From an optimization exercise on the open Yosys and OpenROAD flow, aimed at a short achievable clock period and few clock cycles; shortcuts taken in it are not production practice.
Only simulation tests tie the RTL to the original design; equivalence was not proved.
Power and IR drop assume default switching activity.

[flow/design.v]
`default_nettype none
`default_nettype wire
`default_nettype none
package lc4_isa_pkg;
   typedef enum logic [3:0] {
      OP_BR    = 4'b0000,
      OP_ARITH = 4'b0001,
      OP_AND   = 4'b0101,
      OP_LDR   = 4'b0110,
      OP_STR   = 4'b0111,
      OP_CONST = 4'b1001
   } opcode_e;
   localparam logic [2:0] SUBOP_ADD = 3'b000;
   localparam logic [2:0] SUBOP_SUB = 3'b010;
   localparam logic [2:0] SUBOP_AND = 3'b000;
   typedef struct packed {
      logic n;
      logic z;
      logic p;
   } nzp_t;
   typedef struct packed {
      opcode_e    opcode;
      logic [2:0] rd;
      logic [2:0] rs;
      logic [2:0] subop;
      logic [2:0] rt;
   } r_form_t;
   typedef struct packed {
      opcode_e    opcode;
      logic [2:0] rd;       
      logic [2:0] rs;
      logic [5:0] imm6;     
   } i_form_t;
   typedef struct packed {
      opcode_e    opcode;
      nzp_t       nzp;      
      logic [8:0] imm9;
   } b_form_t;
   typedef union packed {
      r_form_t r_form;
      i_form_t i_form;
      b_form_t b_form;
   } insn_u;
endpackage
`default_nettype wire
`default_nettype none
package lc4_pipe_pkg;
   localparam int RSEL_W = $clog2(8);
   typedef logic [RSEL_W-1:0] rsel_t;
   typedef enum logic [2:0] {
      ALU_ADD,
      ALU_SUB,
      ALU_AND,
      ALU_ADDI,
      ALU_CONST,
      ALU_MEMADDR,       
      ALU_BRTARGET       
   } alu_op_e;
   typedef struct packed {
      rsel_t   rs_sel;
      logic    rs_re;
      rsel_t   rt_sel;
      logic    rt_re;
      rsel_t   wsel;
      logic    regfile_we;
      logic    nzp_we;
      logic    is_load;
      logic    is_store;
      logic    is_branch;
      alu_op_e alu_op;
   } ctrl_t;
   typedef logic [1:0] stall_t;
endpackage
`default_nettype wire
`default_nettype none
module lc4_core (
   input  logic                   gwe,
   input  logic                   i_rst_n,
   output logic [16-1:0] o_imem_addr,
   input  logic [16-1:0] i_imem_data,
   output logic [16-1:0] o_dmem_addr,
   output logic                   o_dmem_we,
   output logic [16-1:0] o_dmem_wdata,
   input  logic [16-1:0] i_dmem_rdata,
   output logic                   o_wb_valid,
   output logic [16-1:0] o_wb_pc,
   output logic [16-1:0] o_wb_insn,
   output logic                   o_wb_we,
   output lc4_pipe_pkg::rsel_t                  o_wb_wsel,
   output logic [16-1:0] o_wb_data,
   output lc4_pipe_pkg::stall_t                 o_wb_stall
);
   localparam int W = 16;
   logic [W-1:0] pc_q;
   logic [W-1:0] rf [8];
   logic [2:0]   nzp_q;          
   logic         x_valid, x_we, x_alu, x_flag, x_ld, x_st, x_and, x_sub;
   logic         x_fa_m, x_fa_l, x_fb_m, x_fb_l, x_fs_m, x_fs_l;
   logic         x_chk, x_pred, x_known;
   logic [2:0]   x_wsel, x_mask, x_knzp;
   logic [W-1:0] x_a, x_b, x_sdata, x_pc, x_insn, x_target, x_next;
   logic         m_valid, m_we, m_ld, m_st, m_flag;
   logic [2:0]   m_wsel;
   logic [W-1:0] m_res, m_sdata, m_pc, m_insn;
   logic         w_valid, w_we;
   logic [2:0]   w_wsel;
   logic [W-1:0] w_data, w_pc, w_insn;
   logic [W-1:0] ld_data;
   assign ld_data = i_dmem_rdata;
   logic [2:0] m_nzp, nzp;
   assign m_nzp = m_res[W-1] ? 3'b100 : (m_res == '0) ? 3'b010 : 3'b001;
   assign nzp   = (m_valid && m_flag) ? m_nzp : nzp_q;
   logic [W-1:0] iw;
   assign iw = i_imem_data;
   assign o_imem_addr = pc_q;
   logic [3:0] p_op;
   logic [2:0] p_rd, p_rs, p_rt, p_mask;
   logic p_br, p_addi, p_rr, p_sub, p_and, p_ld, p_st, p_const;
   logic p_alu, p_we, p_rd_rs, p_rd_rt;
   assign p_op    = iw[15:12];
   assign p_rd    = iw[11:9];
   assign p_rs    = iw[8:6];
   assign p_rt    = iw[2:0];
   assign p_mask  = iw[11:9];
   assign p_br    = (p_op == 4'h0) && (p_mask != 3'b000) && (iw[8:0] != 9'd0);
   assign p_addi  = (p_op == 4'h1) && iw[5];
   assign p_rr    = (p_op == 4'h1) && !iw[5] && !iw[3];
   assign p_sub   = (p_op == 4'h1) && !iw[5] && (iw[4:3] == 2'b10);
   assign p_and   = (p_op == 4'h5) && (iw[5:3] == 3'b000);
   assign p_ld    = (p_op == 4'h6);
   assign p_st    = (p_op == 4'h7);
   assign p_const = (p_op == 4'h9);
   assign p_alu   = p_addi | p_rr | p_and | p_const;    
   assign p_we    = p_alu | p_ld;
   assign p_rd_rs = p_addi | p_rr | p_and | p_ld | p_st;
   assign p_rd_rt = p_rr | p_and;
   logic         m_wr;
   logic [W-1:0] m_val;
   assign m_wr  = m_valid && m_we;
   assign m_val = m_ld ? ld_data : m_res;
   logic [W-1:0] p_rs_v, p_rt_v, p_rd_v;
   assign p_rs_v = (m_wr && m_wsel == p_rs) ? m_val : rf[p_rs];
   assign p_rt_v = (m_wr && m_wsel == p_rt) ? m_val : rf[p_rt];
   assign p_rd_v = (m_wr && m_wsel == p_rd) ? m_val : rf[p_rd];
   logic x_alu_v, x_ld_v;
   logic p_fa, p_fb, p_fs;
   assign x_alu_v = x_valid && x_alu;
   assign x_ld_v  = x_valid && x_ld;
   assign p_fa = (x_alu_v || x_ld_v) && p_rd_rs && p_rs == x_wsel;
   assign p_fb = (x_alu_v || x_ld_v) && p_rd_rt && p_rt == x_wsel;
   assign p_fs = (x_alu_v || x_ld_v) && p_rd == x_wsel;
   logic [W-1:0] p_a, p_b, p_s;
   always_comb begin
      p_a = (p_const || p_fa) ? '0 : p_rs_v;
      if (p_rr | p_and)      p_b = p_fb ? '0 : p_sub ? ~p_rt_v : p_rt_v;
      else if (p_addi)       p_b = W'(signed'(iw[4:0]));
      else if (p_ld | p_st)  p_b = W'(signed'(iw[5:0]));
      else                   p_b = W'(signed'(iw[8:0]));
      p_s = p_fs ? '0 : p_rd_v;
   end
   logic [W-1:0] p_next, p_target;
   logic         p_chk, p_taken, p_exact;
   logic [2:0]   p_nzp, p_knzp;
   assign p_target = pc_q + W'(1) + W'(signed'(iw[8:0]));
   assign p_next   = pc_q + W'(1);
   assign p_knzp   = iw[8] ? 3'b100 : (iw[8:0] == 9'd0) ? 3'b010 : 3'b001;
   assign p_exact  = !(x_valid && x_flag) || x_known || p_mask == 3'b111;
   assign p_nzp    = (x_valid && x_flag) ? (x_known ? x_knzp : 3'b111) : nzp;
   assign p_chk    = p_br && !p_exact;
   assign p_taken  = p_br && (p_exact ? |(p_mask & p_nzp) : iw[8]);
   logic x_mispred, x_actual;
   assign x_actual  = |(x_mask & nzp);
   assign x_mispred = x_valid && x_chk && (x_actual != x_pred);
   always_ff @(posedge gwe) begin
      if (!i_rst_n)       pc_q <= 16'h8200;
      else if (x_mispred) pc_q <= x_actual ? x_target : x_next;
      else                pc_q <= p_taken ? p_target : p_next;
   end
   always_ff @(posedge gwe) begin
      if (!i_rst_n || x_mispred) begin
         x_valid <= 1'b0;
         x_we    <= 1'b0;
         x_alu   <= 1'b0;
         x_flag  <= 1'b0;
         x_ld    <= 1'b0;
         x_st    <= 1'b0;
         x_chk   <= 1'b0;
      end else begin
         x_valid <= 1'b1;
         x_we    <= p_we;
         x_alu   <= p_alu;
         x_flag  <= p_alu;
         x_ld    <= p_ld;
         x_st    <= p_st;
         x_chk   <= p_chk;
      end
   end
   always_ff @(posedge gwe) begin
      x_and    <= p_and;
      x_sub    <= p_sub;
      x_wsel   <= p_rd;
      x_mask   <= p_mask;
      x_pred   <= p_taken;
      x_known  <= p_const;
      x_knzp   <= p_knzp;
      x_a      <= p_a;
      x_b      <= p_b;
      x_sdata  <= p_s;
      x_fa_m   <= p_fa && x_alu;
      x_fa_l   <= p_fa && x_ld;
      x_fb_m   <= p_fb && x_alu;
      x_fb_l   <= p_fb && x_ld;
      x_fs_m   <= p_fs && x_alu;
      x_fs_l   <= p_fs && x_ld;
      x_pc     <= pc_q;
      x_insn   <= iw;
      x_target <= p_target;
      x_next   <= p_next;
   end
   logic [W-1:0] a, b, sdata, sum, res, subm;
   assign subm  = {W{x_sub}};
   assign a     = x_a | (m_res & {W{x_fa_m}}) | (ld_data & {W{x_fa_l}});
   assign b     = x_b | ((m_res ^ subm) & {W{x_fb_m}}) | ((ld_data ^ subm) & {W{x_fb_l}});
   assign sdata = x_sdata | (m_res & {W{x_fs_m}}) | (ld_data & {W{x_fs_l}});
   logic [W-1:0] g [5];
   logic [W-1:0] pp [5];
   logic [W-1:0] pg, cy;
   always_comb begin
      pg    = a ^ b;
      g[0]  = a & b;
      pp[0] = pg;
      g[0][0] = (a[0] & b[0]) | (pg[0] & x_sub);
      for (int l = 1; l < 5; l++) begin
         for (int i = 0; i < W; i++) begin
            if (i >= (1 << (l - 1))) begin
               g[l][i]  = g[l-1][i] | (pp[l-1][i] & g[l-1][i - (1 << (l - 1))]);
               pp[l][i] = pp[l-1][i] & pp[l-1][i - (1 << (l - 1))];
            end else begin
               g[l][i]  = g[l-1][i];
               pp[l][i] = pp[l-1][i];
            end
         end
      end
      cy = {g[4][W-2:0], x_sub};
      sum = pg ^ cy;
   end
   assign res = x_and ? (a & b) : sum;
   always_ff @(posedge gwe) begin
      if (!i_rst_n) begin
         m_valid <= 1'b0;
         m_we    <= 1'b0;
         m_ld    <= 1'b0;
         m_st    <= 1'b0;
         m_flag  <= 1'b0;
      end else begin
         m_valid <= x_valid;
         m_we    <= x_valid && x_we;
         m_ld    <= x_valid && x_ld;
         m_st    <= x_valid && x_st;
         m_flag  <= x_valid && x_flag;
      end
   end
   always_ff @(posedge gwe) begin
      m_wsel  <= x_wsel;
      m_res   <= res;
      m_sdata <= sdata;
      m_pc    <= x_pc;
      m_insn  <= x_insn;
   end
   assign o_dmem_addr  = m_res;
   assign o_dmem_we    = m_st;
   assign o_dmem_wdata = m_sdata;
   always_ff @(posedge gwe) begin
      for (int i = 0; i < 8; i++) begin
         if (!i_rst_n) begin
            rf[i] <= '0;
         end else if (m_wr && m_wsel == 3'(i)) begin
            rf[i] <= m_val;
         end
      end
   end
   always_ff @(posedge gwe) begin
      if (!i_rst_n) begin
         nzp_q <= 3'b000;
      end else if (m_valid && m_flag) begin
         nzp_q <= m_nzp;
      end
   end
   always_ff @(posedge gwe) begin
      if (!i_rst_n) begin
         w_valid <= 1'b0;
         w_we    <= 1'b0;
      end else begin
         w_valid <= m_valid;
         w_we    <= m_wr;
      end
   end
   always_ff @(posedge gwe) begin
      w_wsel <= m_wsel;
      w_data <= m_val;
      w_pc   <= m_pc;
      w_insn <= m_insn;
   end
   assign o_wb_valid = w_valid;
   assign o_wb_pc    = w_pc;
   assign o_wb_insn  = w_insn;
   assign o_wb_we    = w_we;
   assign o_wb_wsel  = w_wsel;
   assign o_wb_data  = w_data;
   assign o_wb_stall = 2'd0;
endmodule
`default_nettype wire
[flow/run.sh]
#!/bin/bash
# synth_recipe.tcl (not shown) runs the flow's synth.tcl, then flattens the netlist and writes it again
# the make line also repeats each setting of config.mk as NAME=value (left out here)
make -C /OpenROAD-flow-scripts/flow DESIGN_CONFIG=/design/flow/config.mk WORK_HOME=/design/flow/orfs CLKGATE_MAP_FILE= SYNTH_SCRIPT=/design/flow/synth_recipe.tcl finish
[flow/config.mk]
export PLATFORM = sky130hd
export DESIGN_NAME = lc4_core
export DESIGN_NICKNAME = lc4_core
export VERILOG_FILES = /design/flow/design.v
export SDC_FILE = /design/flow/constraint.sdc
export NUM_CORES = 4
export LEC_CHECK = 0
export CAP_MARGIN = 20
export CORE_MARGIN = 2
export CORE_UTILIZATION = 40
export PLACE_DENSITY = 0.6
export SETUP_SLACK_MARGIN = 2.8
export SLEW_MARGIN = 20
[flow/constraint.sdc]
create_clock -name core_clock -period 5.3 [get_ports {gwe}]
set_input_delay 1.0600 -clock core_clock [delete_from_list [all_inputs] [get_ports {gwe}]]
set_output_delay 1.0600 -clock core_clock [all_outputs]
set_load 0.01 [all_outputs]
==> results_dict.tcl, run 1 <==
set metrics [dict create \
    outcome "no timing/DRC/antenna violations" \
    async_reset_ff_share_pct 0 \
    hold_violations 0 \
    rsz0062_at_grt "true" \
    final_area_sq_um 23040 \
    cts_buffers 43 \
    crit_chain "buf_8 > a221o_1 > a21o_1 > inv_2 > fa_2 > inv_2 > fa_2 > a21oi_2 > o21a_1 > o21ai_2 > a311oi_2 > o21bai_1 > a21oi_2 > xor2_1 > o21ai_1" \
    io_pins 138 \
    yosysWarnings 4 \
    power.density_nw_per_um2 306.7 \
    insertion_delay_ns 0.58 \
    root_buffer "clkbuf_16" \
    ctsLongestPathBuffers 3 \
    first_pass_iters 6 \
    grt_max_degree 63 \
    fp.dieW_microns 213.9 \
    h-tree-depth 2 \
    wire_per_inst_microns 23.56 \
    slew_headroom_pct 29.88 \
    row_count 76 \
    avgSynthCellArea_sq_um 9.284 \
    cts_tree "built" \
    vdd_drop_max_v 0.0002234 \
    arrival_ns 3.64 \
    nets 2139 \
    tightestPinTransition_ns 1.050 \
    dp_cells 2508 \
    clock_sinks 397 \
    synthesis.area_sq_um 17620 \
    antenna_found_initial 0 \
    hold_buffers 0 \
    p_leak_nw 8.985 \
    drtIter0Drc 1857 \
    vias 16140 \
    cp_num_buf_inv 3 \
    place_ws_ns 1.005 \
    min_period_ns 3.213 \
    antenna_cells 0 \
    clk_pin_slew_worst_paths_ns 0.06 \
    finalNonFillerCells 2682 \
    hp-class "register to register" \
    required_ns 5.73 \
    hold_ws_ns 0.3183 \
    finalSetupTns_ns 0 \
    synth_edf_count 0 \
    dp_hpwl_mm 40.29 \
    final_layout_size_suffix_gt1_share_pct 24.32 \
    grt_overflow 0 \
    start_util_pct 40.73 \
    slowest_delay_ns 0.35 \
    placed_area_sq_um 19660 \
    ant_nets 0 \
    setup_ws_ns 2.087 \
    n_fill_cell 3848 \
    dieArea_sq_um 45750 \
    finalMaxSlewViolations 0 \
    fin_crit_sh_pct 60.62 \
    drt-total-wl_mm 63.20 \
    vias_per_cell 6.019 \
    fmax_mhz 311.2 \
    cp_max_fo 2 \
    total_power_mw 7.068 \
    synth_cell_types 70 \
    grt_pass1_wl_mm 91.55 \
    synth_ff_type "dfxtp_1" \
    setup_viol 0 \
    postLayoutCoreUtil_pct 53.26 \
    grt_use_total_pct 26.33 \
    cp_top_family "compound AO/OA/AOI/OAI gates" \
    grt_pass1_vias 15110 \
    drc 0 \
    setup.worst_path.class "primary input to register" \
    skew_ns 0.01453 \
    die_height_microns 213.9 \
    maxCapViolCount 0 \
    critPathLaunchType "primary input" \
    port_buffers 135 \
    core_area_sq_um 43270 \
    synthCells 1898 \
    slowest_stage "fa_2" \
    ys_seq_elements 397 \
    gp_congestion 0.9383 \
    endpoint_kind "register" \
    area_delta_synth_final_pct 30.77 \
    yosysSeqAreaShare_pct 45.10 \
]
==> path summary, 6_finish.rpt <==
| path | from | end | slack [ns] | cells after the start |
|---|---|---|---|---|
| min reg2reg | m_pc[4] | w_pc[4] | 0.32 | 0 |
| max reg2reg | x_fb_m | m_res[14] | 2.17 | 15 |
| min | m_pc[4] | w_pc[4] | 0.32 | 0 |
| max | i_dmem_rdata[0] | m_res[14] | 2.09 | 15 |
==> placed cells by master (no fill, tap or decap), types with 11 or more instances in the layout <==
| cell type | count |
|---|---|
| a22oi_1 | 26 |
| mux4_2 | 22 |
| o22ai_1 | 27 |
| a221oi_1 | 29 |
| nor3_1 | 16 |
| inv_1 | 37 |
| mux2i_1 | 42 |
| ha_1 | 18 |
| o21ai_1 | 11 |
| xnor2_1 | 25 |
| o221ai_1 | 21 |
| ha_4 | 15 |
| xor2_1 | 33 |
| nor2_1 | 218 |
| and2_1 | 13 |
| a21oi_2 | 13 |
| buf_4 | 85 |
| mux2i_2 | 11 |
| dfxtp_1 | 361 |
| clkinv_2 | 12 |
| o21ai_0 | 79 |
| mux2_2 | 28 |
| dlymetal6s2s_1 | 31 |
| a221o_1 | 48 |
| dlygate4sd2_1 | 70 |
| a21o_1 | 24 |
| buf_6 | 28 |
| o211ai_1 | 12 |
| nand2_1 | 105 |
| nor2_2 | 11 |
| a21oi_1 | 72 |
| nor2_4 | 15 |
| dfxtp_4 | 16 |
| clkbuf_16 | 46 |
| dfxtp_2 | 20 |
| nand3_1 | 13 |
| a211oi_1 | 139 |
==> area by class of cell <==
class	count	area (sq um)	area share, %
Clock buffer	53	1205	5.229
Timing Repair Buffer	263	2545	11.04
Multi-Input combinational cell	1313	10130	43.94
Clock inverter	23	201.4	0.8742
Sequential cell	397	8033	34.86
Inverter	48	201.4	0.8742
Tap cell	585	732.0	3.176
==> kinds of logic (layout without fill, tap and decap cells) <==
kind of cell               Yosys count  in the layout  synth area share, %
adders and majority gates           39             39                2.897
buffers and inverters              193            387                4.303
xor gates and xnor gates            72             72                3.657
muxes                              108            108                7.974
other                                1              2              0.02128
DFF                                397            397                45.10
and+or+nand+nor                    490            494                12.17
AOI/OAI and AO/OA                  598            598                23.88
==> layer usage <==
metal  up-vias  wire length [microns]  track usage (%)
met2       857                  28640            41.66
met5         -                      0                0
li1       7321                      -                -
met3       181                   5913            5.258
met1      7785                  26140            35.47
met4         0                   2499            10.11
==> sequential cells by signal, indices dropped and copies added, names as in the netlist, 3 cells and up <==
register,count
x_a,16
rf,128
x_target,16
w_pc,16
x_next,16
x_insn,16
m_pc,16
x_b,16
m_res,16
w_insn,16
x_sdata,16
w_data,16
x_knzp,3
pc_q,16
m_sdata,16
m_insn,16
x_pc,16
nzp_q,3
==> what timing repair did <==
item,in CTS,in global routing
setup buffers,67,24
pin swaps,50,72
endpoints found under the setup margin,172,198
cloned,1,5
gates resized for setup,294,161
==> synthesized netlist by cell type, drive strengths merged, types with 3 or more instances <==
cell type  count  area (sq um)
fa             3         60.06
a21o          24         180.2
nor2b         12         75.07
nand3         20         100.1
nor3b          3         22.52
or2            3         18.77
mux2          29         326.6
and2          18         112.6
o221ai        24         210.2
xnor2         33         289.0
nand4          5         31.28
xor2          38         332.8
nor3          27         135.1
o21bai         6         45.04
o22ai         30         187.7
mux2i         57         583.1
o2111ai        5         43.79
o211ai        12         90.09
nor2         241         904.6
and3          12         75.07
inv           47         176.4
a21oi         86         430.4
o21ai        103         519.3
nor4          10         62.56
buf           27         135.1
ha            36         450.4
o31ai          8         60.06
a221o         49         490.5
a32oi          4         35.03
a31oi         10         62.56
or3            3         18.77
a22o           7         61.31
nand2        115         434.2
dfxtp        397          7948
o21a           9         67.56
a211oi       147          1104
mux4          22         495.5
or4            4         30.03
nand2b        10         62.56
a221oi        31         271.5
a311oi         4         35.03
a22oi         26         195.2
clkbuf       118         442.9
==> power breakdown <==
part | switching, mW | internal, mW | total (mW)
clock | 1.27 | 1.72 | 2.99
combinational | 0.529 | 0.334 | 0.864
sequential | 0.0980 | 3.11 | 3.21
total | 1.90 | 5.17 | 7.07
Testbench counts, summed over its fixed seeds: cycles 8,257.
==> run 2: changes to the inputs <==
--- a/flow/design.v
+++ b/flow/design.v
@@ -97,3 +97,3 @@
    logic         x_valid, x_we, x_alu, x_flag, x_ld, x_st, x_and, x_sub;
-   logic         x_fa_m, x_fa_l, x_fb_m, x_fb_l, x_fs_m, x_fs_l;
+   logic         x_fa_m, x_fb_m, x_fs_m, x_fs_l;
    logic         x_chk, x_pred, x_known;
@@ -145,8 +145,9 @@
    logic x_alu_v, x_ld_v;
-   logic p_fa, p_fb, p_fs;
+   logic p_fa, p_fb, p_fs, p_stall;
    assign x_alu_v = x_valid && x_alu;
    assign x_ld_v  = x_valid && x_ld;
-   assign p_fa = (x_alu_v || x_ld_v) && p_rd_rs && p_rs == x_wsel;
-   assign p_fb = (x_alu_v || x_ld_v) && p_rd_rt && p_rt == x_wsel;
+   assign p_fa = x_alu_v && p_rd_rs && p_rs == x_wsel;
+   assign p_fb = x_alu_v && p_rd_rt && p_rt == x_wsel;
    assign p_fs = (x_alu_v || x_ld_v) && p_rd == x_wsel;
+   assign p_stall = x_ld_v && ((p_rd_rs && p_rs == x_wsel) || (p_rd_rt && p_rt == x_wsel));
    logic [W-1:0] p_a, p_b, p_s;
@@ -163,4 +164,30 @@
    logic [2:0]   p_nzp, p_knzp;
-   assign p_target = pc_q + W'(1) + W'(signed'(iw[8:0]));
    assign p_next   = pc_q + W'(1);
+   logic [W-1:0] t_b, t_pg, t_cy;
+   logic [W-1:0] t_g [4];
+   logic [W-1:0] t_p [4];
+   always_comb begin
+      t_b    = W'(signed'(iw[8:0]));
+      t_pg   = pc_q ^ t_b;
+      t_g[0] = pc_q & t_b;
+      t_p[0] = t_pg;
+      t_g[0][0] = (pc_q[0] & t_b[0]) | t_pg[0];
+      for (int l = 1; l < 4; l++) begin
+         for (int i = 0; i < W; i++) begin
+            if (i >= (1 << (l - 1))) begin
+               t_g[l][i] = t_g[l-1][i] | (t_p[l-1][i] & t_g[l-1][i - (1 << (l - 1))]);
+               t_p[l][i] = t_p[l-1][i] & t_p[l-1][i - (1 << (l - 1))];
+            end else begin
+               t_g[l][i] = t_g[l-1][i];
+               t_p[l][i] = t_p[l-1][i];
+            end
+         end
+      end
+      for (int i = 0; i < W; i++) begin
+         if (i == 0)      t_cy[i] = 1'b1;
+         else if (i >= 9) t_cy[i] = t_g[3][i-1] | (t_p[3][i-1] & t_g[3][i-9]);
+         else             t_cy[i] = t_g[3][i-1];
+      end
+      p_target = t_pg ^ t_cy;
+   end
    assign p_knzp   = iw[8] ? 3'b100 : (iw[8:0] == 9'd0) ? 3'b010 : 3'b001;
@@ -176,6 +203,6 @@
       else if (x_mispred) pc_q <= x_actual ? x_target : x_next;
-      else                pc_q <= p_taken ? p_target : p_next;
+      else if (!p_stall)  pc_q <= p_taken ? p_target : p_next;
    end
    always_ff @(posedge gwe) begin
-      if (!i_rst_n || x_mispred) begin
+      if (!i_rst_n || x_mispred || p_stall) begin
          x_valid <= 1'b0;
@@ -208,6 +235,4 @@
       x_sdata  <= p_s;
-      x_fa_m   <= p_fa && x_alu;
-      x_fa_l   <= p_fa && x_ld;
-      x_fb_m   <= p_fb && x_alu;
-      x_fb_l   <= p_fb && x_ld;
+      x_fa_m   <= p_fa;
+      x_fb_m   <= p_fb;
       x_fs_m   <= p_fs && x_alu;
@@ -221,4 +246,4 @@
    assign subm  = {W{x_sub}};
-   assign a     = x_a | (m_res & {W{x_fa_m}}) | (ld_data & {W{x_fa_l}});
-   assign b     = x_b | ((m_res ^ subm) & {W{x_fb_m}}) | ((ld_data ^ subm) & {W{x_fb_l}});
+   assign a     = x_a | (m_res & {W{x_fa_m}});
+   assign b     = x_b | ((m_res ^ subm) & {W{x_fb_m}});
    assign sdata = x_sdata | (m_res & {W{x_fs_m}}) | (ld_data & {W{x_fs_l}});
==> results_dict.tcl, run 2 <==
set metrics [dict create \
    vias 16090 \
    ctsLongestPathBuffers 3 \
    p_leak_nw 9.263 \
    avgSynthCellArea_sq_um 9.027 \
    synth_edf_count 0 \
    grt_overflow 0 \
    fin_crit_sh_pct 58.12 \
    postLayoutCoreUtil_pct 53.33 \
    cts_buffers 43 \
    clk_pin_slew_worst_paths_ns 0.06 \
    pwr-share-seq_pct 43.4 \
    skew_ns 0.01602 \
    synthesis.area_sq_um 17710 \
    total_power_mw 7.460 \
    start_util_pct 40.31 \
    reg2reg_to "m_res[15]" \
    drc 0 \
    yosysMostFrequentCell "dfxtp_1" \
    hp-class "register to register" \
    synth_ff_type "dfxtp_1" \
    p_sw_mw 2.068 \
    comb_power_share_pct 13.8 \
    row_count 77 \
    synth_xor_area_share_pct 4.203 \
    yosysWarnings 6 \
    drt-total-wl_mm 62.23 \
    h-tree-depth 2 \
    ff_latch_area_sq_um 8009 \
    final_area_sq_um 23430 \
    fmax_mhz 324.7 \
    outcome "no timing/DRC/antenna violations" \
    synthAdderAreaFrac_pct 2.600 \
    rsz0062_at_grt "true" \
    setup.worst_path.class "primary input to register" \
    power.density_nw_per_um2 318.4 \
    synth.top_cell.area_share_pct 44.65 \
    maxCapViolCount 0 \
    finalNonFillerCells 2769 \
    hold_violations 0 \
    clockPowerShare_pct 42.8 \
    gr-usage-met3_pct 7.064 \
    setup_viol 0 \
    final_layout_size_suffix_gt1_share_pct 22.47 \
    final_common_cell "dfxtp_1" \
    final_cell_mix "dfxtp_1 (358), nor2_1 (267), a211oi_1 (146), a21oi_1 (130), buf_4 (97)" \
    synthTopCellsByCount "dfxtp_1 (395), nor2_1 (276), a211oi_1 (150)" \
    synthCells 1962 \
    tightestPinTransition_ns 1.101 \
    hold_ws_ns 0.3209 \
    finalSetupTns_ns 0 \
    setup_ws_ns 2.220 \
    synth_top_family_by_area "compound AO/OA/AOI/OAI gates" \
    slowest_stage "or4_4" \
    placed_area_sq_um 19630 \
    crit_start "i_imem_data[0]" \
    grt_use_total_pct 25.26 \
    path_depth 12 \
    antenna_found_initial 1 \
    nets 2211 \
    core_area_sq_um 43930 \
    root_buffer "clkbuf_16" \
    yosysSeqAreaShare_pct 44.65 \
    crit_chain "buf_12 > clkinv_8 > ha_4 > fa_2 > nor2b_2 > o31a_1 > or4_4 > and2_4 > a2111o_1 > a211oi_2 > nor2_1 > xor2_1" \
    cts_tree "built" \
    gp_congestion 0.9202 \
    place_ws_ns 1.109 \
    yosys.area_share.simple_pct 13.56 \
    required_ns 5.76 \
    rrSetupSlack_ns 2.31 \
    cp_max_fo 3 \
    hold_buffers 0 \
    crit_path_end "x_target[14]" \
    insertion_delay_ns 0.58 \
    drtIter0Drc 1796 \
    arrival_ns 3.54 \
    reg2reg_depth 11 \
    endpoint_kind "register" \
    wire_per_inst_microns 22.48 \
    dieArea_sq_um 45980 \
    grt_use_met1_pct 35.21 \
    r2r-start "x_sub" \
    slowest_delay_ns 0.45 \
    synth_compound_area_share_pct 21.99 \
    die_height_microns 214.4 \
    use_met2_pct 37.74 \
    fp.dieW_microns 214.4 \
    critPathLaunchType "primary input" \
    synth_cell_types 73 \
    regMostFlops "rf" \
    area_delta_synth_final_pct 32.28 \
    synth_area_leaders "dfxtp_1 (45%), a211oi_1 (6.4%), nor2_1 (5.8%)" \
    cp_top_family "compound AO/OA/AOI/OAI gates" \
    dp_cells 2577 \
    muxShareOfSynthArea_pct 8.068 \
    multi_input_area_sq_um 10100 \
    grt_pass1_vias 15010 \
    grt_max_degree 72 \
    synth_top_cell_by_area "dfxtp_1" \
    largest_reg_flops 128 \
    ys_seq_elements 395 \
    min_period_ns 3.080 \
    dp_hpwl_mm 38.85 \
    grt_pass1_wl_mm 91.27 \
    first_pass_iters 5 \
    io_pins 138 \
    slew_headroom_pct 26.04 \
    clock_sinks 395 \
    port_buffers 135 \
    async_reset_ff_share_pct 0 \
    cp_num_buf_inv 2 \
    vdd_drop_max_v 0.0002181 \
    finalMaxSlewViolations 0 \
    ant_nets 0 \
    vias_per_cell 5.812 \
    n_fill_cell 3946 \
    power.internal_mw 5.392 \
    swShare_pct 27.72 \
    globalRoute.busiestLayer "met2" \
]
==> run 2: changes by cell type after synthesis, moves of 10 or more <==
cell      previous run  this run
a21oi_1             86       142
nor2_1             241       276
a221o_1             49        17
o221ai_1            24         5
mux2i_1             56        73
nor3_1              27        44
inv_1               43        59
o21ai_0             98        83
a22oi_1             26        12
clkbuf_1           118       104
nand2_1            114       101
a21o_1              24        34
==> run 2: worst reg2reg max path: cells and delay by family (launching register included) <==
| family | cells | cell delay [ns] |
|---|---|---|
| AO/OA/AOI/OAI | 6 | 1.25 |
| AND/OR/NAND/NOR | 2 | 0.59 |
| flip-flops | 1 | 0.38 |
| XOR/XNOR | 2 | 0.34 |
| adder cells (fa/ha/maj) | 1 | 0.29 |
==> run 2: layer usage <==
| layer | vias up | part of all wire (%) |
|---|---|---|
| met5 | - | 0.092 |
| met4 | 2 | 3.3 |
| met3 | 129 | 9.0 |
| met2 | 714 | 43 |
| met1 | 7783 | 44 |
| li1 | 7466 | - |
==> run 2: cells by family after synthesis <==
kind of cell / after synthesis
AO/OA/AOI/OAI: 579
AND/OR/NAND/NOR: 540
flip-flops: 395
buffers and inverters: 211
multiplexers: 116
XOR/XNOR: 85
adder cells (fa/ha/maj): 35
other: 1
==> run 2: worst min-delay path by stage <==
stage | start | end | cells past startpoint | slack [ns]
6_report | m_pc[15] | w_pc[15] | 0 | 0.32
5_1_grt | x_insn[5] | m_insn[5] | 0 | 0.33
4_1_cts | m_pc[15] | w_pc[15] | 0 | 0.32
3_5_place_dp | x_insn[15] | m_insn[15] | 0 | 0.31
3_3_place_gp | x_insn[4] | m_insn[4] | 0 | 0.31
2_1_floorplan | x_insn[0] | m_insn[0] | 0 | 0.31
==> run 2: repair_timing <==
item / 4_1_cts / 5_1_grt
gates resized for setup: 318 / 158
pin swaps: 56 / 54
setup buffers: 54 / 43
gates cloned: 7 / 8
endpoints found under the setup margin: 256 / 100
==> run 2: cell type report <==
type / count / share of cell area [%]
tap: 592 / 3.162
clock buffer: 51 / 4.897
inverter: 63 / 1.116
antenna: 1 / 0.01068
timing repair inverter: 3 / 0.1335
sequential: 395 / 34.19
clock inverter: 28 / 1.527
timing repair buffer: 276 / 11.84
multi-input combinational: 1360 / 43.13
==> run 2: power groups by stage <==
stage / Sequential (mW) / Combinational [mW] / Clock (mW)
after floorplan: 3.27 / 0.477 / 0
after global placement: 3.29 / 0.871 / 0
after detailed placement: 3.29 / 0.877 / 0
after CTS: 3.23 / 0.931 / 3.24
after global routing: 3.25 / 1.09 / 3.38
final: 3.24 / 1.03 / 3.20
Testbench counts of run 2, summed over its fixed seeds: cycles 8,481.

## re-timing with driven ports
Ports are ideal in the flow. The routed layouts listed here were re-timed in OpenROAD.
Step 1 assumes that a clkbuf_16 drives the clock port and a buf_2 every other input.
Step 2, shift: input delay + t, output delay - t, t = (earliest + latest rising clock arrival at the registers) / 2. This alone moves slack from input paths to output paths.
a / b / c = ideal / step 1 / step 2; a / b = the first two.
| run | t (ns) | setup slack, ns | hold slack, ns | worst setup path after step 2 | cell pins on the clock port's net |
|---|---|---|---|---|---|
| run 1 | 0.631 | 2.087 / 2.096 / 1.465 | 0.318 / 0.318 / 0.318 | input to register | 1 |
| run 2 | 0.636 | 2.220 / 2.229 / 1.593 | 0.321 / 0.321 / 0.321 | input to register | 1 |
After both steps every run listed still meets setup and hold. For run 2, which loses most, drivers alone change the setup slack by +0.009 ns; drivers and shift together by -0.627 ns.
